Context: an optimization exercise on an open-source flow, tuned for small area, a short achievable clock period and few clock cycles. The choices shown serve that exercise and are no tape-out recipe.
Function was checked by simulation only, so behaviour that the tests miss may differ from the original.

==> flow/design.v (outline; a module is shown in full before it is edited, if it fits) <==
// module csp_sqsum: 3309 lines
// module closest_segment_projector: 433 lines
// module csp_top: 43 lines
module csp_top (
	input  logic        clk,
	input  logic        arst_n,
	input  logic        item_valid,
	output logic        item_stall,
	input  logic [1:0]  item_action,
	input  logic [31:0] item_px,
	input  logic [31:0] item_py,
	output logic        result_valid,
	input  logic        result_stall,
	output logic        result_empty_error,
	output logic [15:0] result_closest_index,
	output logic [15:0] result_neighbour_index,
	output logic [31:0] result_closest_x,
	output logic [31:0] result_closest_y,
	output logic [31:0] result_neighbour_x,
	output logic [31:0] result_neighbour_y,
	output logic [31:0] result_ratio_u,
	output logic [31:0] result_projected_x,
	output logic [31:0] result_projected_y
);
  // ...
==> flow/run.sh <==
#!/bin/bash
# synth_recipe.tcl (not shown) runs the flow's synth.tcl, then flattens the netlist and writes it again
# the make line also repeats each setting of config.mk as NAME=value (left out here)
make -C /OpenROAD-flow-scripts/flow DESIGN_CONFIG=/design/flow/config.mk WORK_HOME=/design/flow/orfs CLKGATE_MAP_FILE= SYNTH_SCRIPT=/design/flow/synth_recipe.tcl finish
==> flow/config.mk <==
export PLATFORM = sky130hd
export DESIGN_NAME = csp_top
export DESIGN_NICKNAME = csp_top
export VERILOG_FILES = /design/flow/design.v
export SDC_FILE = /design/flow/constraint.sdc
export NUM_CORES = 4
export LEC_CHECK = 0
export CAP_MARGIN = 20
export CORE_MARGIN = 2
export CORE_UTILIZATION = 50
export SETUP_SLACK_MARGIN = 5
export SLEW_MARGIN = 20
==> flow/constraint.sdc <==
create_clock -name core_clock -period 14.0 [get_ports {clk}]
set_input_delay 2.8000 -clock core_clock [delete_from_list [all_inputs] [get_ports {clk}]]
set_output_delay 2.8000 -clock core_clock [all_outputs]
set_load 0.01 [all_outputs]
==> results.py, run 1 <==
metrics = {
    "outcome": {
        "status": "timing/DRC/antenna clean",
    },
    "final_layout": {
        "finalNetCount": 19600,
        "layout_commonest_cell": "inv_1",
        "utilization_pct": 55.2,
    },
    "clock_network": {
        "cts_hold_buf": 0,
        "cts_sinks": 1604,
    },
    "setup_path": {
        "setup.worst_path.end": "u_csp.rem[47]",
        "cp_num_buf_inv": 3,
        "start_kind": "register",
        "crit_family": "compound AO/OA/AOI/OAI gates",
        "r2r_slack_ps": 4940,
    },
    "floorplan": {
        "core-area_sq_um": 311000,
        "die_h_um": 563,
        "dieArea_sq_um": 317000,
    },
    "sta": {
        "relSlewSlack_pct": 16.5,
        "finalHoldViolCount": 0,
        "finClkSkew_ps": 124,
    },
    "placed_design": {
        "post-dp-hpwl_um": 444000,
    },
    "grt": {
        "antenna_found_initial": 40,
        "top_usage_layer": "met1",
    },
    "routing": {
        "dr_wl_met2_um": 239000,
        "dr_wl_met3_um": 56900,
    },
    "synthesis": {
        "synth_top_cell_by_area": "edfxtp_1",
    },
}
Testbench counts, summed over its fixed seeds: cycles 6,031.
==> module closest_segment_projector, before the edit <==
module closest_segment_projector (
	input  logic        clk,
	input  logic        arst_n,
	input  logic        item_valid,
	output logic        item_stall,
	input  logic [1:0]  item_action,
	input  logic [31:0] item_px,
	input  logic [31:0] item_py,
	output logic        result_valid,
	input  logic        result_stall,
	output logic        res_e,
	output logic [15:0] res_ci,
	output logic [15:0] res_ni,
	output logic [31:0] res_cx,
	output logic [31:0] res_cy,
	output logic [31:0] res_nx,
	output logic [31:0] res_ny,
	output logic [31:0] res_u,
	output logic [31:0] res_px,
	output logic [31:0] res_py
);
	localparam logic [16:0] PATH_MAX = 17'd65536;
	localparam logic [2:0] K_NONE = 3'd0;
	localparam logic [2:0] K_PT   = 3'd1;    
	localparam logic [2:0] K_END  = 3'd2;    
	localparam logic [2:0] K_DEN  = 3'd3;    
	localparam logic [2:0] K_RDEN = 3'd4;    
	localparam logic [2:0] K_RDA  = 3'd5;    
	localparam logic [2:0] K_RDB  = 3'd6;    
	localparam logic [1:0] P_EMPTY = 2'd0;
	localparam logic [1:0] P_RDA   = 2'd1;
	localparam logic [1:0] P_RDB   = 2'd2;
	localparam logic [1:0] P_RDEN  = 2'd3;
	localparam logic [2:0] E_IDLE = 3'd0;
	localparam logic [2:0] E_SH   = 3'd1;
	localparam logic [2:0] E_DIV  = 3'd2;
	localparam logic [2:0] E_F    = 3'd3;
	logic        in_v;
	logic [1:0]  in_act;
	logic [31:0] in_x, in_y;
	logic [32:0] in_vx, in_vy;
	logic [31:0] qx, qy;
	logic        started, qchg, hold_q;
	logic [2:0]  s2_kind;
	logic [64:0] s2_s, s2_c;
	logic [31:0] s2_x, s2_y;
	logic        s2_bad;
	logic [32:0] evx, evy;
	logic [31:0] ax, ay, bx, by;
	logic [64:0] da, db;
	logic [16:0] cnt;
	logic        cnt_z, cnt_ge2, cnt_max;    
	logic        minf, pflag;
	logic        pend;
	logic [1:0]  pstep;
	logic [2:0]  est;
	logic        res_v;
	logic [31:0] jcx, jcy, jnx, jny;
	logic [15:0] jci, jni;
	logic eng_idle, eng_free, f_go;
	assign eng_idle = (est == E_IDLE) && !res_v;
	assign eng_free = (est == E_IDLE) || (est == E_F && !res_v);
	assign f_go     = (est == E_F) && (!res_v || !result_stall);
	logic [64:0] d2;
	logic        gt_a, gt_b;
	logic [65:0] nmag;
	logic        nsgn;
	logic        s2_pt_live;
	function automatic logic gt3(input logic [64:0] a, input logic [64:0] b, input logic [64:0] d);
		logic [65:0] x, y;
		logic [66:0] t;
		x = {1'b0, a} ^ {1'b0, b} ^ ~{1'b0, d};
		y = ({1'b0, a} & {1'b0, b}) | ({1'b0, a} & ~{1'b0, d}) | ({1'b0, b} & ~{1'b0, d});
		t = {1'b0, x} + {y, 1'b0};
		gt3 = t[66];
	endfunction
	function automatic logic [66:0] add4(input logic [66:0] a, input logic [66:0] b,
	                                     input logic [66:0] c, input logic [66:0] d,
	                                     input logic [2:0] k);
		logic [66:0] x1, y1, x2, y2;
		x1 = a ^ b ^ c;
		y1 = {((a & b) | (a & c) | (b & c)), k[1]};
		x2 = x1 ^ y1 ^ d;
		y2 = {((x1 & y1) | (x1 & d) | (y1 & d)), k[0]};
		add4 = x2 + y2 + {66'd0, k[2]};
	endfunction
	always_comb begin
		logic [66:0] es, ec, ea, eb, pn, nn;
		es   = {2'b00, s2_s};
		ec   = {2'b00, s2_c};
		ea   = {2'b00, da};
		eb   = {2'b00, db};
		d2   = s2_s + s2_c;
		gt_a = gt3(s2_s, s2_c, da);
		gt_b = gt3(s2_s, s2_c, db);
		pn   = add4(es, ec, ea, ~eb, 3'b001);           
		nn   = add4(~es, ~ec, ~ea, eb, 3'b111);         
		nsgn = pn[66];
		nmag = pn[66] ? nn[65:0] : pn[65:0];
		s2_pt_live = (s2_kind == K_PT) && !minf && !cnt_max;
	end
	logic s2_end, fast, empty_now, cap_now, go_slow, steal, hold, in_pe, adv, take;
	logic [2:0] steal_k;
	always_comb begin
		s2_end    = (s2_kind == K_END);
		fast      = s2_end && !s2_bad && !hold_q && !cnt_z && eng_free;
		empty_now = eng_idle && ((s2_end && cnt_z) || (pend && pstep == P_EMPTY));
		cap_now   = (s2_kind == K_DEN) || ((s2_kind == K_RDEN) && pend && eng_free);
		go_slow   = s2_end && !fast && !empty_now;
		steal     = fast || (pend && pstep != P_EMPTY && !cap_now);
		case (pstep)
			P_RDA:   steal_k = K_RDA;
			P_RDB:   steal_k = K_RDB;
			P_RDEN:  steal_k = K_RDEN;
			default: steal_k = K_NONE;
		endcase
		if (fast) steal_k = K_DEN;
		hold      = go_slow || (pend && !cap_now && !empty_now);
		in_pe     = in_v && (in_act == 2'd1 || in_act == 2'd2);
		adv       = in_pe && !steal && !hold;
		item_stall = hold_q || (in_pe && !adv);
		take      = item_valid && !item_stall;
	end
	logic [2:0]  s1_kind;
	logic [32:0] tvx, tvy;
	logic [64:0] sq_s, sq_c;
	always_comb begin
		if (steal) s1_kind = steal_k;
		else if (adv) s1_kind = (in_act == 2'd1) ? K_PT : K_END;
		else s1_kind = K_NONE;
		tvx = steal ? evx : in_vx;
		tvy = steal ? evy : in_vy;
	end
	csp_sqsum u_sq (.a(tvx), .b(tvy), .s(sq_s), .c(sq_c));
	logic        ev_load;
	logic [31:0] e1x, e1y, e2x, e2y;
	always_comb begin
		ev_load = 1'b1;
		if (adv && in_act == 2'd2) begin
			e1x = ax; e1y = ay;
			e2x = s2_pt_live ? s2_x : bx;
			e2y = s2_pt_live ? s2_y : by;
		end else if (go_slow && hold_q) begin
			e1x = ax; e1y = ay; e2x = qx; e2y = qy;
		end else if (pend && pstep == P_RDA) begin
			e1x = bx; e1y = by; e2x = qx; e2y = qy;
		end else begin
			ev_load = go_slow || (pend && pstep == P_RDB);
			e1x = ax; e1y = ay; e2x = bx; e2y = by;
		end
	end
	logic [64:0] den;
	logic [66:0] den3;   
	logic [65:0] rem;    
	logic        nneg;   
	logic        neg, sat, first;
	logic signed [32:0] sdx, sdy;
	logic [33:0] lq;
	logic [4:0]  dcnt;
	logic signed [65:0] accx, accy;
	function automatic logic [6:0] bitlen66(input logic [65:0] v);
		logic [6:0] r;
		r = '0;
		for (int i = 0; i < 66; i++) if (v[i]) r = 7'(i + 1);
		bitlen66 = r;
	endfunction
	function automatic logic [31:0] sat32(input logic signed [50:0] v);
		logic [31:0] r;
		if (v > 51'sh7FFF_FFFF) r = 32'h7FFF_FFFF;
		else if (v < -51'sh8000_0000) r = 32'h8000_0000;
		else r = v[31:0];
		sat32 = r;
	endfunction
	logic [65:0]  amag;
	logic [6:0]   bl_a, bl_den;
	logic [7:0]   s_est;
	logic [5:0]   s_st;
	logic [112:0] z;
	logic signed [32:0] sdx_n, sdy_n;
	always_comb begin
		amag   = rem;
		bl_a   = bitlen66(amag);
		bl_den = bitlen66({1'b0, den});
		s_est  = {1'b0, bl_a} + 8'd15 - {1'b0, bl_den};
		if (s_est[7]) s_st = 6'd0;                     
		else if (s_est > 8'd31) s_st = 6'd32;
		else s_st = s_est[5:0] + {5'd0, s_est[0]};    
		z = {47'd0, amag} << (7'd47 - {1'b0, s_st});
		if (nneg) begin
			sdx_n = {jcx[31], jcx} - {jnx[31], jnx};
			sdy_n = {jcy[31], jcy} - {jny[31], jny};
		end else begin
			sdx_n = {jnx[31], jnx} - {jcx[31], jcx};
			sdy_n = {jny[31], jny} - {jcy[31], jcy};
		end
	end
	logic [66:0] tq;
	logic [67:0] u1, u2, u3;
	logic        c1, c2, c3, g1, g2;
	logic [64:0] r2;
	always_comb begin
		tq = {rem[64:0], lq[33], lq[32]};
		u1 = {1'b0, tq} - {3'b000, den};
		u2 = {1'b0, tq} - {2'b00, den, 1'b0};
		u3 = {1'b0, tq} - {1'b0, den3};
		c1 = !u1[67];
		c2 = !u2[67];
		c3 = !u3[67];
		g1 = c2;
		g2 = c3 || (c1 && !c2);
		if (c3) r2 = u3[64:0];
		else if (c2) r2 = u2[64:0];
		else if (c1) r2 = u1[64:0];
		else r2 = tq[64:0];
	end
	logic [31:0] q0;
	logic        rb_eff;
	logic [1:0]  m;
	logic signed [66:0] fx, fy;
	logic [31:0] u_val;
	always_comb begin
		logic signed [66:0] x1, x2, x3, y1, y2, y3;
		logic [15:0] rcx, rcy;
		q0     = lq[32:1];
		rb_eff = lq[0] && !(!neg && q0 == 32'h7FFF_FFFF);
		m      = {1'b0, lq[1]} + {1'b0, rb_eff};
		rcx    = (sdx[32] ? 16'h7FFF : 16'h8000) + {15'd0, sat && !neg};
		rcy    = (sdy[32] ? 16'h7FFF : 16'h8000) + {15'd0, sat && !neg};
		if (est == E_F) begin
			x1 = $signed({{19{jcx[31]}}, jcx, rcx});
			y1 = $signed({{19{jcy[31]}}, jcy, rcy});
			if (sat) begin
				x2 = 67'(sdx) <<< 31;
				x3 = neg ? 67'sd0 : ~(67'(sdx));
				y2 = 67'(sdy) <<< 31;
				y3 = neg ? 67'sd0 : ~(67'(sdy));
			end else begin
				x2 = 67'(accx) <<< 1;
				x3 = m[1] ? (67'(sdx) <<< 1) : m[0] ? 67'(sdx) : 67'sd0;
				y2 = 67'(accy) <<< 1;
				y3 = m[1] ? (67'(sdy) <<< 1) : m[0] ? 67'(sdy) : 67'sd0;
			end
		end else begin
			x1 = lq[1] ? (67'(sdx) <<< 1) : 67'sd0;
			x2 = 67'(accx) <<< 2;
			x3 = lq[0] ? 67'(sdx) : 67'sd0;
			y1 = lq[1] ? (67'(sdy) <<< 1) : 67'sd0;
			y2 = 67'(accy) <<< 2;
			y3 = lq[0] ? 67'(sdy) : 67'sd0;
		end
		fx = x1 + x2 + x3;
		fy = y1 + y2 + y3;
		if (sat) u_val = neg ? 32'h8000_0000 : 32'h7FFF_FFFF;
		else     u_val = (neg ? ~q0 : q0) + {31'd0, (neg ? !rb_eff : rb_eff)};
	end
	always_ff @(posedge clk or negedge arst_n) begin
		if (!arst_n) begin
			in_v    <= 1'b0;
			qx      <= '0;
			qy      <= '0;
			started <= 1'b0;
			qchg    <= 1'b0;
			hold_q  <= 1'b0;
			s2_kind <= K_NONE;
			cnt     <= '0;
			cnt_z   <= 1'b1;
			cnt_ge2 <= 1'b0;
			cnt_max <= 1'b0;
			minf    <= 1'b0;
			pend    <= 1'b0;
			pstep   <= P_EMPTY;
			est     <= E_IDLE;
			res_v   <= 1'b0;
		end else begin
			if (take) in_v <= 1'b1;
			else if (!in_pe || adv) in_v <= 1'b0;
			if (take) begin
				case (item_action)
					2'd0: begin
						qx <= item_px;
						qy <= item_py;
						if (started) qchg <= 1'b1;
					end
					2'd1: started <= 1'b1;
					2'd2: begin
						started <= 1'b0;
						qchg    <= 1'b0;
						if (qchg) hold_q <= 1'b1;
					end
					default: ;
				endcase
			end
			s2_kind <= s1_kind;
			if (s2_pt_live) begin
				if (cnt_z) begin
					cnt   <= 17'd1;
					cnt_z <= 1'b0;
				end else if (gt_a) begin
					minf <= 1'b1;
				end else begin
					cnt     <= cnt + 17'd1;
					cnt_ge2 <= 1'b1;
					cnt_max <= (cnt == PATH_MAX - 17'd1);
				end
			end
			if (cap_now || empty_now) begin
				cnt     <= '0;
				cnt_z   <= 1'b1;
				cnt_ge2 <= 1'b0;
				cnt_max <= 1'b0;
				minf    <= 1'b0;
				hold_q  <= 1'b0;
			end
			if (cap_now || empty_now) begin
				pend <= 1'b0;
			end else if (go_slow) begin
				pend <= 1'b1;
				if (cnt_z) pstep <= P_EMPTY;
				else if (hold_q) pstep <= P_RDA;
				else pstep <= P_RDEN;
			end else if (pend && pstep == P_RDA) begin
				pstep <= P_RDB;
			end else if (pend && pstep == P_RDB) begin
				pstep <= P_RDEN;
			end
			case (est)
				E_IDLE: if (cap_now) est <= E_SH;
				E_SH:   est <= (den == '0) ? E_F : E_DIV;
				E_DIV:  if (dcnt == 5'd1) est <= E_F;
				E_F:    if (f_go) est <= cap_now ? E_SH : E_IDLE;
				default: est <= E_IDLE;
			endcase
			if (f_go || empty_now) res_v <= 1'b1;
			else if (res_v && !result_stall) res_v <= 1'b0;
		end
	end
	always_ff @(posedge clk) begin
		if (take) begin
			in_act <= item_action;
			in_x   <= item_px;
			in_y   <= item_py;
			in_vx  <= {item_px[31], item_px} - {qx[31], qx};
			in_vy  <= {item_py[31], item_py} - {qy[31], qy};
		end
		s2_s   <= sq_s;
		s2_c   <= sq_c;
		s2_x   <= in_x;
		s2_y   <= in_y;
		s2_bad <= s2_pt_live && (cnt_z || (gt_a && cnt_ge2 && gt_b));
		if (ev_load) begin
			evx <= {e1x[31], e1x} - {e2x[31], e2x};
			evy <= {e1y[31], e1y} - {e2y[31], e2y};
		end
		if (s2_pt_live) begin
			if (cnt_z) begin
				ax <= s2_x; ay <= s2_y; da <= d2;
				bx <= s2_x; by <= s2_y; db <= d2;
			end else if (gt_a) begin
				pflag <= !(cnt_ge2 && gt_b);
				if (!(cnt_ge2 && gt_b)) begin
					bx <= s2_x; by <= s2_y; db <= d2;
				end
			end else begin
				bx <= ax; by <= ay; db <= da;
				ax <= s2_x; ay <= s2_y; da <= d2;
			end
		end
		if (s2_kind == K_RDA) da <= d2;
		if (s2_kind == K_RDB) db <= d2;
		if (cap_now) begin
			jcx <= ax;
			jcy <= ay;
			jnx <= bx;
			jny <= by;
			jci <= 16'(cnt - 17'd1);
			if (minf) jni <= pflag ? cnt[15:0] : 16'(cnt - 17'd2);
			else      jni <= cnt_ge2 ? 16'(cnt - 17'd2) : 16'(cnt - 17'd1);
			den  <= d2;
			rem  <= nmag;
			nneg <= nsgn;
		end
		if (empty_now) begin
			res_e  <= 1'b1;
			res_ci <= '0;
			res_ni <= '0;
			res_cx <= '0;
			res_cy <= '0;
			res_nx <= '0;
			res_ny <= '0;
			res_u  <= '0;
			res_px <= '0;
			res_py <= '0;
		end
		case (est)
			E_SH: begin
				neg   <= nneg && (den != '0);
				den3  <= {2'b00, den} + {1'b0, den, 1'b0};
				sdx   <= sdx_n;
				sdy   <= sdy_n;
				rem   <= {1'b0, z[97:33]};
				lq    <= (den == '0) ? {1'b0, 32'h0001_0000, 1'b0} : {z[32:0], 1'b0};
				dcnt  <= 5'(({1'b0, s_st} + 7'd2) >> 1);
				accx  <= '0;
				accy  <= '0;
				sat   <= 1'b0;
				first <= (s_st == 6'd32);
			end
			E_DIV: begin
				rem   <= {1'b0, r2};
				lq    <= {lq[31:0], g1, g2};
				dcnt  <= dcnt - 5'd1;
				accx  <= fx[65:0];
				accy  <= fy[65:0];
				first <= 1'b0;
				if (first && c1) sat <= 1'b1;
			end
			E_F: if (f_go) begin
				res_e  <= 1'b0;
				res_ci <= jci;
				res_ni <= jni;
				res_cx <= jcx;
				res_cy <= jcy;
				res_nx <= jnx;
				res_ny <= jny;
				res_u  <= u_val;
				res_px <= sat32(fx[66:16]);
				res_py <= sat32(fy[66:16]);
			end
			default: ;
		endcase
	end
	assign result_valid = res_v;
endmodule
==> run 2: changes to the inputs <==
--- a/flow/design.v
+++ b/flow/design.v
@@ -3373,5 +3373,13 @@
 	logic [15:0] jci, jni;
-	logic eng_idle, eng_free, f_go;
+	logic        qv;
+	logic [31:0] qcx, qcy, qnx, qny;
+	logic [15:0] qci, qni;
+	logic [64:0] qden;
+	logic [65:0] qmag;
+	logic        qneg;
+	logic        take_q;
+	logic eng_idle, eng_free, eng_soon, f_go;
 	assign eng_idle = (est == E_IDLE) && !res_v;
 	assign eng_free = (est == E_IDLE) || (est == E_F && !res_v);
+	assign take_q   = qv && eng_free;
 	assign f_go     = (est == E_F) && (!res_v || !result_stall);
@@ -3419,5 +3427,5 @@
 		s2_end    = (s2_kind == K_END);
-		fast      = s2_end && !s2_bad && !hold_q && !cnt_z && eng_free;
-		empty_now = eng_idle && ((s2_end && cnt_z) || (pend && pstep == P_EMPTY));
-		cap_now   = (s2_kind == K_DEN) || ((s2_kind == K_RDEN) && pend && eng_free);
+		fast      = s2_end && !s2_bad && !hold_q && !cnt_z && (!qv || eng_soon);
+		empty_now = eng_idle && !qv && ((s2_end && cnt_z) || (pend && pstep == P_EMPTY));
+		cap_now   = (s2_kind == K_DEN) || ((s2_kind == K_RDEN) && pend && (!qv || eng_free));
 		go_slow   = s2_end && !fast && !empty_now;
@@ -3474,2 +3482,3 @@
 	logic signed [65:0] accx, accy;
+	assign eng_soon = eng_free || (est == E_DIV && dcnt == 5'd1 && !res_v);
 	function automatic logic [6:0] bitlen66(input logic [65:0] v);
@@ -3587,2 +3596,3 @@
 			res_v   <= 1'b0;
+			qv      <= 1'b0;
 		end else begin
@@ -3640,8 +3650,10 @@
 			case (est)
-				E_IDLE: if (cap_now) est <= E_SH;
+				E_IDLE: if (take_q) est <= E_SH;
 				E_SH:   est <= (den == '0) ? E_F : E_DIV;
 				E_DIV:  if (dcnt == 5'd1) est <= E_F;
-				E_F:    if (f_go) est <= cap_now ? E_SH : E_IDLE;
+				E_F:    if (f_go) est <= take_q ? E_SH : E_IDLE;
 				default: est <= E_IDLE;
 			endcase
+			if (cap_now) qv <= 1'b1;
+			else if (take_q) qv <= 1'b0;
 			if (f_go || empty_now) res_v <= 1'b1;
@@ -3684,12 +3696,23 @@
 		if (cap_now) begin
-			jcx <= ax;
-			jcy <= ay;
-			jnx <= bx;
-			jny <= by;
-			jci <= 16'(cnt - 17'd1);
-			if (minf) jni <= pflag ? cnt[15:0] : 16'(cnt - 17'd2);
-			else      jni <= cnt_ge2 ? 16'(cnt - 17'd2) : 16'(cnt - 17'd1);
-			den  <= d2;
-			rem  <= nmag;
-			nneg <= nsgn;
+			qcx  <= ax;
+			qcy  <= ay;
+			qnx  <= bx;
+			qny  <= by;
+			qci  <= 16'(cnt - 17'd1);
+			if (minf) qni <= pflag ? cnt[15:0] : 16'(cnt - 17'd2);
+			else      qni <= cnt_ge2 ? 16'(cnt - 17'd2) : 16'(cnt - 17'd1);
+			qden <= d2;
+			qmag <= nmag;
+			qneg <= nsgn;
+		end
+		if (take_q) begin
+			jcx  <= qcx;
+			jcy  <= qcy;
+			jnx  <= qnx;
+			jny  <= qny;
+			jci  <= qci;
+			jni  <= qni;
+			den  <= qden;
+			rem  <= qmag;
+			nneg <= qneg;
 		end
==> results.py, run 2 <==
metrics = {
    "grt": {
        "grt_pass1_wl_um": 833000,
        "antenna_found_initial": 49,
        "grt_usage_pct": 34.1,
        "grt_remaining_overflow": 0,
        "grt_pass1_vias": 123000,
        "grt_max_degree": 249,
    },
    "placed_design": {
        "portBuffers": 328,
        "dp_cells": 20900,
        "gp_congestion": 1.00,
        "post-dp-hpwl_um": 443000,
        "place_ws_ps": 2910,
    },
    "sta": {
        "finClkSkew_ps": 108,
        "min_period_over_period_pct": 64.5,
        "worstMarginPinSlew_ps": 1160,
        "relSlewSlack_pct": 22.2,
        "setup_slack_ps": 4970,
        "finalCriticalPeriod_ps": 9030,
        "fmax_ghz": 0.111,
        "setup_viol_count_final": 0,
        "rsz0062_at_grt": "yes",
        "setup_tns_ps": 0,
        "slew_violations": 0,
        "finalHoldViolCount": 0,
    },
    "floorplan": {
        "core-area_sq_um": 324000,
        "initial_core_util_pct": 50.2,
        "die_w_um": 574,
        "io_pins": 329,
        "dieArea_sq_um": 330000,
        "rows": 209,
        "die_h_um": 574,
    },
    "synthesis": {
        "synth_top_cell_by_area": "edfxtp_1",
        "synthArstFlopShare_pct": 5.22,
        "synth_warnings": 1,
        "synth_edf_count": 1348,
        "synthTopCellsByArea": "edfxtp_1 25%, fa_1 18%, ha_1 9.6%",
        "yosysUniqueCellTypes": 94,
        "syn_nets": 19500,
        "synth.cell_area_sq_um": 163000,
        "avgSynthCellArea_sq_um": 9.70,
        "yosysMostFrequentCell": "inv_1",
        "synth_common_cells": "2084 x inv_1, 1790 x nor2_1, 1422 x fa_1",
        "yosysTopAreaCellShare_pct": 24.9,
        "synthesis.instances": 16800,
        "ys_seq_area_share_pct": 32.0,
        "synth_seq_cells": 1897,
        "synth_ff_type": "edfxtp_1",
    },
    "routing": {
        "antenna_left": 0,
        "dr.pass1.iters": 6,
        "remaining_drc_errors": 0,
        "vias_per_cell": 5.95,
        "num_vias": 127000,
        "drt_first_iter_violations": 13400,
        "wirelength_um": 575000,
        "wl_per_cell_um": 26.8,
    },
    "final_layout": {
        "layout_common_cells": "2074 x inv_1, 1782 x nor2_1, 1421 x fa_1",
        "layout_commonest_cell": "inv_1",
        "largest_register": "u_csp.den3",
        "largest_register_ff_count": 67,
        "fin_cells": 21400,
        "area_growth_pct": 11.4,
        "layout-drive-gt1-share_pct": 7.76,
        "finalNetCount": 19600,
    },
    "outcome": {
        "status": "timing/DRC/antenna clean",
    },
    "clock_network": {
        "clk_pin_slew_ps": 70,
        "clock-root-buffer": "clkbuf_16",
        "cts_hold_buf": 0,
        "cts_tree": "built",
        "clock_latency_ps": 960,
        "cts_max_level": 4,
        "cts_max_path_buffers": 4,
        "numCtsBuffers": 218,
        "cts_sinks": 1897,
    },
    "setup_path": {
        "slowest_stage": "mux4_2",
        "start_kind": "register",
        "critPathMaxStageDelay_ps": 470,
        "critPathKind": "register to register",
        "cp-end-kind": "register",
        "rr_startpoint": "u_csp.den[2]",
        "cp.arrival_ps": 9630,
        "worst-path-max-fanout": 7,
        "critPathLaunch": "u_csp.den[2]",
        "critPathRequiredTime_ps": 14600,
    },
    "hold_path": {
        "worstHoldStart": "u_csp.in_y[31]",
        "hold_class": "register to register",
    },
    "flow_run": {
        "maxCapViolCount": 0,
    },
}
[run 2: cell count changes in the layout (fill, tap and decap cells not counted), sizes merged, moves of 32 or more]
cell    previous run  this run
edfxtp          1056      1348
a21oi            967      1120
a21o             484       385
inv             2184      2100
mux2             217       152
buf              231       284
a31oi            128        80
o311ai            57        16
o21ai            991      1031
nand2            942       903
nand2b           138       176
nor2b            156       194
o211ai           101        67
mux2i            363       395
[run 2: area by class of cell]
cell class / count / area (sq um)
well taps: 4325 / 5410
inverters: 2089 / 7910
repair buffers: 620 / 5920
flip-flops and latches: 1897 / 52000
diodes: 7 / 17.5
clock buffers: 291 / 6150
multi-input cells: 12100 / 102000
clock inverters: 118 / 1440
fillers: 29100 / 143000
[run 2: repair_timing]
action                     CTS  global route
pin swaps                   12            55
setup endpoints to repair  290           186
gates cloned                 5            11
resized for setup          170           258
buffers inserted            29            55
[run 2: stage by stage]
stage	hold slack [ps]	cell area (sq um)	utilization, %
floorplan	323	163000	-
global placement	323	170000	52.6
detailed placement	327	170000	52.6
CTS	333	179000	55.3
global route	345	181000	55.9
finish	332	181000	55.9
[run 2: worst paths after layout]
check	slack [ps]	cells past startpoint	end
setup / recovery	4970	39	u_csp.rem[64]
hold / removal	330	0	u_csp.s2_y[31]
setup reg to reg	4970	39	u_csp.rem[64]
hold reg to reg	330	0	u_csp.s2_y[31]
max in group asynchronous	10550	2	u_csp.qx[28]
min in group asynchronous	1970	1	u_csp.cnt[1]
[run 2: cells by family (layout without fill, tap and decap cells)]
logic type	after synthesis	in the layout	share of synthesized area [%]
AO/OA/AOI/OAI	3839	3840	14.8
XOR/XNOR	752	752	4.05
adder cells (fa/ha/maj)	2668	2668	27.1
buffers and inverters	2787	3118	6.45
flip-flops	1897	1897	32.0
multiplexers	553	553	3.57
other	0	7	0
AND/OR/NAND/NOR	4266	4269	12.0
[run 2: worst max-delay path, delay by kind of cell, from the launching register on]
family,cells,cell delay [ps]
adder cells (fa/ha/maj),4,1040
flip-flops,1,400
AND/OR/NAND/NOR,5,900
AO/OA/AOI/OAI,21,4620
buffers and inverters,4,500
multiplexers,5,1300
[run 2: metal layers]
layer | part of all wire [%] | GRT usage, % | wire (um) | vias to the layer above
met5 | 0.018 | 0.172 | 101 | -
met4 | 5.2 | 14.5 | 29900 | 8
met3 | 8.9 | 5.58 | 51100 | 1017
met2 | 42 | 49.8 | 241000 | 5487
met1 | 44 | 50.0 | 253000 | 63200
li1 | - | - | - | 57700
Testbench counts of run 2, summed over its fixed seeds: cycles 5,449.
==> run 3: changes to the inputs <==
--- a/flow/design.v
+++ b/flow/design.v
@@ -3348,3 +3348,2 @@
 	localparam logic [2:0] E_IDLE = 3'd0;
-	localparam logic [2:0] E_SH   = 3'd1;
 	localparam logic [2:0] E_DIV  = 3'd2;
@@ -3379,3 +3378,3 @@
 	logic        qneg;
-	logic        take_q;
+	logic        sh_go;
 	logic eng_idle, eng_free, eng_soon, f_go;
@@ -3383,4 +3382,4 @@
 	assign eng_free = (est == E_IDLE) || (est == E_F && !res_v);
-	assign take_q   = qv && eng_free;
 	assign f_go     = (est == E_F) && (!res_v || !result_stall);
+	assign sh_go    = qv && ((est == E_IDLE) || f_go);
 	logic [64:0] d2;
@@ -3476,3 +3475,2 @@
 	logic [65:0] rem;    
-	logic        nneg;   
 	logic        neg, sat, first;
@@ -3503,5 +3501,5 @@
 	always_comb begin
-		amag   = rem;
+		amag   = qmag;
 		bl_a   = bitlen66(amag);
-		bl_den = bitlen66({1'b0, den});
+		bl_den = bitlen66({1'b0, qden});
 		s_est  = {1'b0, bl_a} + 8'd15 - {1'b0, bl_den};
@@ -3511,8 +3509,8 @@
 		z = {47'd0, amag} << (7'd47 - {1'b0, s_st});
-		if (nneg) begin
-			sdx_n = {jcx[31], jcx} - {jnx[31], jnx};
-			sdy_n = {jcy[31], jcy} - {jny[31], jny};
+		if (qneg) begin
+			sdx_n = {qcx[31], qcx} - {qnx[31], qnx};
+			sdy_n = {qcy[31], qcy} - {qny[31], qny};
 		end else begin
-			sdx_n = {jnx[31], jnx} - {jcx[31], jcx};
-			sdy_n = {jny[31], jny} - {jcy[31], jcy};
+			sdx_n = {qnx[31], qnx} - {qcx[31], qcx};
+			sdy_n = {qny[31], qny} - {qcy[31], qcy};
 		end
@@ -3650,6 +3648,5 @@
 			case (est)
-				E_IDLE: if (take_q) est <= E_SH;
-				E_SH:   est <= (den == '0) ? E_F : E_DIV;
+				E_IDLE: if (sh_go) est <= (qden == '0) ? E_F : E_DIV;
 				E_DIV:  if (dcnt == 5'd1) est <= E_F;
-				E_F:    if (f_go) est <= take_q ? E_SH : E_IDLE;
+				E_F:    if (f_go) est <= !sh_go ? E_IDLE : (qden == '0) ? E_F : E_DIV;
 				default: est <= E_IDLE;
@@ -3657,3 +3654,3 @@
 			if (cap_now) qv <= 1'b1;
-			else if (take_q) qv <= 1'b0;
+			else if (sh_go) qv <= 1'b0;
 			if (f_go || empty_now) res_v <= 1'b1;
@@ -3707,12 +3704,21 @@
 		end
-		if (take_q) begin
-			jcx  <= qcx;
-			jcy  <= qcy;
-			jnx  <= qnx;
-			jny  <= qny;
-			jci  <= qci;
-			jni  <= qni;
-			den  <= qden;
-			rem  <= qmag;
-			nneg <= qneg;
+		if (sh_go) begin
+			jcx   <= qcx;
+			jcy   <= qcy;
+			jnx   <= qnx;
+			jny   <= qny;
+			jci   <= qci;
+			jni   <= qni;
+			den   <= qden;
+			neg   <= qneg && (qden != '0);
+			den3  <= {2'b00, qden} + {1'b0, qden, 1'b0};
+			sdx   <= sdx_n;
+			sdy   <= sdy_n;
+			rem   <= z[97:33];
+			lq    <= (qden == '0) ? {1'b0, 32'h0001_0000, 1'b0} : {z[32:0], 1'b0};
+			dcnt  <= 5'(({1'b0, s_st} + 7'd2) >> 1);
+			accx  <= '0;
+			accy  <= '0;
+			sat   <= 1'b0;
+			first <= (s_st == 6'd32);
 		end
@@ -3731,15 +3737,2 @@
 		case (est)
-			E_SH: begin
-				neg   <= nneg && (den != '0);
-				den3  <= {2'b00, den} + {1'b0, den, 1'b0};
-				sdx   <= sdx_n;
-				sdy   <= sdy_n;
-				rem   <= {1'b0, z[97:33]};
-				lq    <= (den == '0) ? {1'b0, 32'h0001_0000, 1'b0} : {z[32:0], 1'b0};
-				dcnt  <= 5'(({1'b0, s_st} + 7'd2) >> 1);
-				accx  <= '0;
-				accy  <= '0;
-				sat   <= 1'b0;
-				first <= (s_st == 6'd32);
-			end
 			E_DIV: begin
==> results.py, run 3 <==
metrics = {
    "outcome": {
        "status": "timing/DRC/antenna clean",
    },
    "setup_path": {
        "slowest_stage": "ha_2",
        "worst-path-max-fanout": 40,
        "cp-end-kind": "register",
        "worstRegToRegCells": 24,
        "crit_family": "adder cells",
        "cp.arrival_ps": 9490,
        "crit_chain": "nand2_8, nor2_4, nor3_4, buf_4, o22ai_4, clkbuf_16, inv_1, nand2_2, o21ai_4, buf_8, mux2_4, buf_4, ha_2, buf_4, inv_1, nand2_1, fa_1, fa_1, fa_1, fa_1, fa_1, fa_1, inv_1, fa_1",
        "crit_top_cell": "fa_1",
        "start_kind": "register",
        "critPathKind": "register to register",
        "rr_endpoint": "u_csp.s2_s[38]",
        "r2r_slack_ps": 5270,
        "critPathMaxStageDelay_ps": 670,
        "cp_num_buf_inv": 8,
        "critPathRequiredTime_ps": 14760,
        "rr_startpoint": "u_csp.est[0]",
    },
    "synthesis": {
        "yosysUniqueCellTypes": 125,
        "synthesis.instances": 17200,
        "avgSynthCellArea_sq_um": 9.56,
        "synth_edf_count": 1343,
        "ys_seq_area_share_pct": 31.5,
        "synthTopCellsByArea": "edfxtp_1 25%, fa_1 17%, ha_1 9.4%",
        "synth_ff_type": "edfxtp_1",
        "syn_nets": 19900,
        "yosysTopAreaCellShare_pct": 24.5,
        "synthArstFlopShare_pct": 5.23,
        "synth_warnings": 1,
        "synth_common_cells": "2179 x inv_1, 1763 x nor2_1, 1422 x fa_1",
        "synth_seq_cells": 1894,
        "synth_top_cell_by_area": "edfxtp_1",
        "yosysMostFrequentCell": "inv_1",
        "synth.cell_area_sq_um": 164000,
    },
    "clock_network": {
        "clk_pin_slew_ps": 60,
        "cts_max_path_buffers": 4,
        "cts_tree": "built",
        "cts_sinks": 1894,
        "cts_hold_buf": 0,
        "numCtsBuffers": 222,
        "clock-root-buffer": "clkbuf_16",
        "cts_max_level": 4,
        "clock_latency_ps": 970,
    },
    "placed_design": {
        "portBuffers": 328,
        "post-dp-hpwl_um": 415000,
        "gp_congestion": 0.992,
    },
    "grt": {
        "grt_max_degree": 231,
        "antenna_found_initial": 29,
        "grt_usage_pct": 32.1,
        "grt_pass1_wl_um": 802000,
        "grt_remaining_overflow": 0,
        "grt_pass1_vias": 122000,
    },
    "final_layout": {
        "nFillCells": 29200,
        "area_growth_pct": 10.5,
        "layout_common_cells": "2172 x inv_1, 1752 x nor2_1, 1409 x fa_1",
        "finalNetCount": 20000,
        "layout-drive-gt1-share_pct": 7.55,
        "largest_register": "u_csp.den3",
        "layout_commonest_cell": "inv_1",
        "largest_register_ff_count": 67,
        "utilization_pct": 55.6,
    },
    "floorplan": {
        "initial_core_util_pct": 50.3,
        "die_h_um": 577,
        "core-area_sq_um": 327000,
        "dieArea_sq_um": 333000,
        "rows": 210,
        "die_w_um": 577,
        "io_pins": 329,
    },
    "sta": {
        "slew_violations": 0,
        "fmax_ghz": 0.115,
        "rsz0062_at_grt": "yes",
        "setup_viol_count_final": 0,
        "finClkSkew_ps": 112,
        "finalCriticalPeriod_ps": 8730,
        "worstMarginPinSlew_ps": 1180,
        "finalHoldViolCount": 0,
        "setup_tns_ps": 0,
        "relSlewSlack_pct": 19.2,
        "min_period_over_period_pct": 62.4,
    },
    "routing": {
        "drt_first_iter_violations": 13700,
        "antenna_left": 0,
        "vias_per_cell": 5.88,
        "dr.pass1.iters": 9,
        "wirelength_um": 547000,
        "remaining_drc_errors": 0,
        "wl_per_cell_um": 25.1,
        "num_vias": 128000,
    },
    "hold_path": {
        "hold_depth": 0,
        "hold_class": "register to register",
        "hold_end": "u_csp.s2_x[6]",
        "worstHoldStart": "u_csp.in_x[6]",
    },
    "flow_run": {
        "maxCapViolCount": 0,
    },
}
run 3: cell count changes in the layout (fill, tap and decap cells not counted), moves of 34 or more:
| cell | before | now |
|---|---|---|
| and3_1 | 81 | 163 |
| and2_1 | 135 | 78 |
| buf_4 | 248 | 162 |
| inv_1 | 2074 | 2172 |
| a22oi_1 | 103 | 23 |
| o21ai_1 | 16 | 59 |
| nor3b_1 | 19 | 68 |
| a221oi_1 | 90 | 36 |
| nand3_1 | 333 | 179 |
| o21ai_0 | 1007 | 1041 |
| o22ai_1 | 40 | 92 |
| nand2_1 | 891 | 1207 |
| mux2i_1 | 251 | 292 |
run 3: kinds of logic after synthesis:
kind of cell / count (synthesis) / synth area share (%)
compound gates: 3921 / 15.1
mux: 541 / 3.40
xor+xnor: 726 / 3.88
fa+ha+maj: 2663 / 26.8
buf+inv: 2913 / 6.74
simple gates: 4536 / 12.6
flops: 1894 / 31.5
run 3: cell type report:
type	count	area, sq um	area share [%]
inverters	2183	8250	4.54
diodes	9	22.5	0.0124
clock buffers	298	6180	3.40
multi-input cells	12400	103000	56.9
clock inverters	120	1340	0.737
well taps	4346	5440	2.99
repair inverters	1	11.3	0.00620
repair buffers	534	5310	2.92
flip-flops and latches	1894	51900	28.5
run 3: timing repair:
action / 4_1_cts / 5_1_grt
cloned: 2 / 11
buffers inserted: 3 / 43
endpoints found under the setup margin: 266 / 211
pin swaps: 3 / 20
gates resized for setup: 80 / 237
run 3: stage by stage:
stage	std cells	area [sq um]	worst slack, ps	hold slack, ps
floorplan	17200	165000	2130	323
global placement	21300	172000	3390	324
detailed placement	21300	172000	3350	327
CTS	21700	180000	5010	339
global route	21800	182000	4930	343
finish	21800	182000	5270	337
run 3: worst max-delay path by stage:
| stage | startpoint | endpoint | slack (ps) | depth (start not counted) |
|---|---|---|---|---|
| after floorplan | u_csp.est[0] | u_csp.s2_s[34] | 2130 | 25 |
| after CTS | u_csp.qden[1] | u_csp.rem[12] | 5010 | 41 |
| after detailed placement | u_csp.qden[1] | u_csp.lq[8] | 3350 | 40 |
| after global placement | u_csp.qden[1] | u_csp.lq[8] | 3390 | 40 |
| final | u_csp.est[0] | u_csp.s2_s[38] | 5270 | 24 |
| after global routing | u_csp.qden[2] | u_csp.rem[64] | 4930 | 39 |
run 3: routing by layer:
layer | up-vias | wire length, um | global-route usage, %
li1 | 58600 | - | -
met1 | 63000 | 245000 | 48.0
met2 | 5448 | 224000 | 45.6
met3 | 922 | 50300 | 5.58
met4 | 12 | 27900 | 13.7
met5 | - | 77 | 0
Testbench counts of run 3, summed over its fixed seeds: cycles 5,300.
==> run 4: changes to the inputs <==
==> flow/flow/run.sh (new file) <==
#!/bin/bash
set -o pipefail
bash standard.sh SETUP_SLACK_MARGIN=7 finish > std_flow.log 2>&1
==> flow/standard.sh (new file) <==
#!/bin/bash
# synth_recipe.tcl (not shown) runs the flow's synth.tcl, then flattens the netlist and writes it again
# the make line also repeats each setting of config.mk as NAME=value (left out here)
make -C /OpenROAD-flow-scripts/flow DESIGN_CONFIG=/design/flow/config.mk WORK_HOME=/design/flow/orfs CLKGATE_MAP_FILE= SYNTH_SCRIPT=/design/flow/synth_recipe.tcl "${@:-finish}"
removed: flow/run.sh
==> results.py, run 4 <==
metrics = {
    "outcome": {
        "status": "timing/DRC/antenna clean",
    },
    "floorplan": {
        "die_h_um": 577,
        "core-area_sq_um": 327000,
        "rows": 210,
        "dieArea_sq_um": 333000,
        "io_pins": 329,
        "initial_core_util_pct": 50.3,
        "die_w_um": 577,
    },
    "synthesis": {
        "yosysTopAreaCellShare_pct": 24.5,
        "synthTopCellsByArea": "edfxtp_1 25%, fa_1 17%, ha_1 9.4%",
        "synth_common_cells": "2179 x inv_1, 1763 x nor2_1, 1422 x fa_1",
        "synthesis.instances": 17200,
        "synth_warnings": 1,
        "synthArstFlopShare_pct": 5.23,
        "avgSynthCellArea_sq_um": 9.56,
        "synth_seq_cells": 1894,
        "synth_top_cell_by_area": "edfxtp_1",
        "synth_edf_count": 1343,
        "synth_ff_type": "edfxtp_1",
        "synth.cell_area_sq_um": 164000,
        "syn_nets": 19900,
        "yosysMostFrequentCell": "inv_1",
        "yosysUniqueCellTypes": 125,
        "ys_seq_area_share_pct": 31.5,
    },
    "routing": {
        "dr.pass1.iters": 6,
        "remaining_drc_errors": 0,
        "wirelength_um": 599000,
        "num_vias": 134000,
        "antenna_left": 0,
        "vias_per_cell": 5.96,
        "wl_per_cell_um": 26.6,
        "drt_first_iter_violations": 15100,
    },
    "clock_network": {
        "numCtsBuffers": 220,
        "cts_max_level": 4,
        "clock-root-buffer": "clkbuf_16",
        "cts_sinks": 1894,
        "clock_latency_ps": 1000,
        "cts_max_path_buffers": 4,
        "clk_pin_slew_ps": 60,
        "cts_tree": "built",
    },
    "sta": {
        "setup_tns_ps": 0,
        "finClkSkew_ps": 128,
        "rsz0062_at_grt": "yes",
        "finalHoldViolCount": 0,
        "setup_viol_count_final": 0,
        "worstMarginPinSlew_ps": 1280,
        "min_period_over_period_pct": 57.9,
        "finalCriticalPeriod_ps": 8110,
        "fmax_ghz": 0.123,
        "slew_violations": 0,
        "hold_ws_ps": 340,
        "relSlewSlack_pct": 14.9,
    },
    "hold_path": {
        "hold_depth": 0,
        "hold_class": "register to register",
        "worstHoldStart": "u_csp.in_y[14]",
        "hold_end": "u_csp.s2_y[14]",
    },
    "flow_run": {
        "maxCapViolCount": 0,
    },
    "final_layout": {
        "seq_area_sq_um": 51900,
        "multiInputGateArea_sq_um": 109000,
        "fin_area_sq_um": 197000,
        "layout_common_cells": "2063 x inv_1, 1657 x nor2_1, 1343 x edfxtp_1",
        "layout_commonest_cell": "inv_1",
        "layout-drive-gt1-share_pct": 16.0,
        "largest_register_ff_count": 67,
        "largest_register": "u_csp.den3",
        "nFillCells": 27400,
        "fin_cells": 22500,
        "finalNetCount": 20700,
        "area_growth_pct": 19.9,
    },
    "setup_path": {
        "critPathMaxStageDelay_ps": 620,
        "slowest_stage": "xnor2_2",
        "worstRegToRegCells": 36,
        "critPathRequiredTime_ps": 14630,
        "critPathLaunch": "u_csp.qden[2]",
        "crit_family": "compound AO/OA/AOI/OAI gates",
        "cp_num_buf_inv": 5,
        "rr_startpoint": "u_csp.qden[2]",
        "rr_endpoint": "u_csp.rem[48]",
        "r2r_slack_ps": 5890,
        "critPathKind": "register to register",
        "cp.arrival_ps": 8740,
        "cp-end-kind": "register",
        "worst-path-max-fanout": 35,
        "start_kind": "register",
        "crit_top_cell": "nor3_1",
    },
    "grt": {
        "grt_pass1_wl_um": 842000,
        "grt_pass1_vias": 126000,
        "grt_max_degree": 163,
        "antenna_found_initial": 39,
        "grt_usage_pct": 34.1,
        "grt_remaining_overflow": 0,
    },
    "placed_design": {
        "gp_congestion": 0.998,
        "post-dp-hpwl_um": 419000,
        "place_area_sq_um": 172000,
        "portBuffers": 328,
        "dp_cells": 21300,
    },
}
-- run 4: cell counts after synthesis --
Identical to the previous run, type by type.
-- run 4: metrics by stage --
stage	utilization, %	worst slack (ps)
after global routing	60.3	5470
after global placement	52.6	3070
after floorplan	-	2130
final	60.3	5890
after detailed placement	52.6	3120
after CTS	57.8	5890
-- run 4: cell families after synthesis --
kind of cell,share of synthesized area [%]
buffers and inverters,6.74
AND/OR/NAND/NOR,12.6
multiplexers,3.40
XOR/XNOR,3.88
adder cells (fa/ha/maj),26.8
AO/OA/AOI/OAI,15.1
flip-flops,31.5
-- run 4: how the worst max path moves through the flow --
stage                     end  slack [ps]  depth (start not counted)
2_1_floorplan  u_csp.s2_s[34]        2130                         25
3_3_place_gp    u_csp.rem[37]        3070                         39
3_5_place_dp    u_csp.rem[37]        3120                         39
4_1_cts         u_csp.rem[48]        5890                         42
5_1_grt         u_csp.rem[46]        5470                         42
6_report        u_csp.rem[48]        5890                         36
-- run 4: area by class of cell --
class | instances | area share (%)
antenna | 13 | 0.0165
clock buffer | 292 | 3.15
clock inverter | 118 | 0.664
inverter | 2183 | 4.20
multi-input combinational | 12400 | 55.3
sequential | 1894 | 26.3
tap | 4346 | 2.76
timing repair buffer | 1290 | 7.56
timing repair inverter | 7 | 0.0673
-- run 4: repair_timing --
item | in CTS | in global routing
resized for setup | 939 | 1075
hold buffers | 0 | 0
endpoints found under the setup margin | 567 | 404
gates cloned | 55 | 36
setup buffers | 377 | 354
hold endpoints to repair | 0 | 0
pin swaps | 226 | 700
-- run 4: per-layer routing --
layer  GRT usage [%]  wire length [um]
met5               0                92
met4            16.2             37500
met3            7.02             64100
met2            48.5            245000
met1            49.5            253000

## separate check: timing with driven ports
No port has a modelled driver above. Below, the same layouts with a new extraction and two added sets of constraints. Step 1, drivers: a clkbuf_16 drives clk and a buf_2 each remaining input, both assumed. Step 2 adds t to the input delays and takes it off the output delays; t is the mean of the earliest and latest rising clock arrival at the registers after step 1. Input paths then give back, and output paths get back, about the clock's delay inside the block. a / b / c = ideal / step 1 / step 2; a / b = the first two.
run | t, ns | slack for setup (ns) | clock arrival spread, ns | pins driven straight from the clock port
run 1 | 0.998 | 4.945 / 4.945 / 4.945 | 0.125 / 0.125 | 1
run 2 | 1.015 | 4.968 / 4.968 / 4.968 | 0.113 / 0.114 | 1
run 3 | 1.034 | 5.267 / 5.267 / 5.071 | 0.112 / 0.112 | 1
run 4 | 1.042 | 5.889 / 5.889 / 5.889 | 0.128 / 0.128 | 1
After both steps setup and hold are still met in every run listed. For run 3, which loses most, drivers alone change the setup slack by 0.000 ns; drivers and shift together by -0.196 ns.
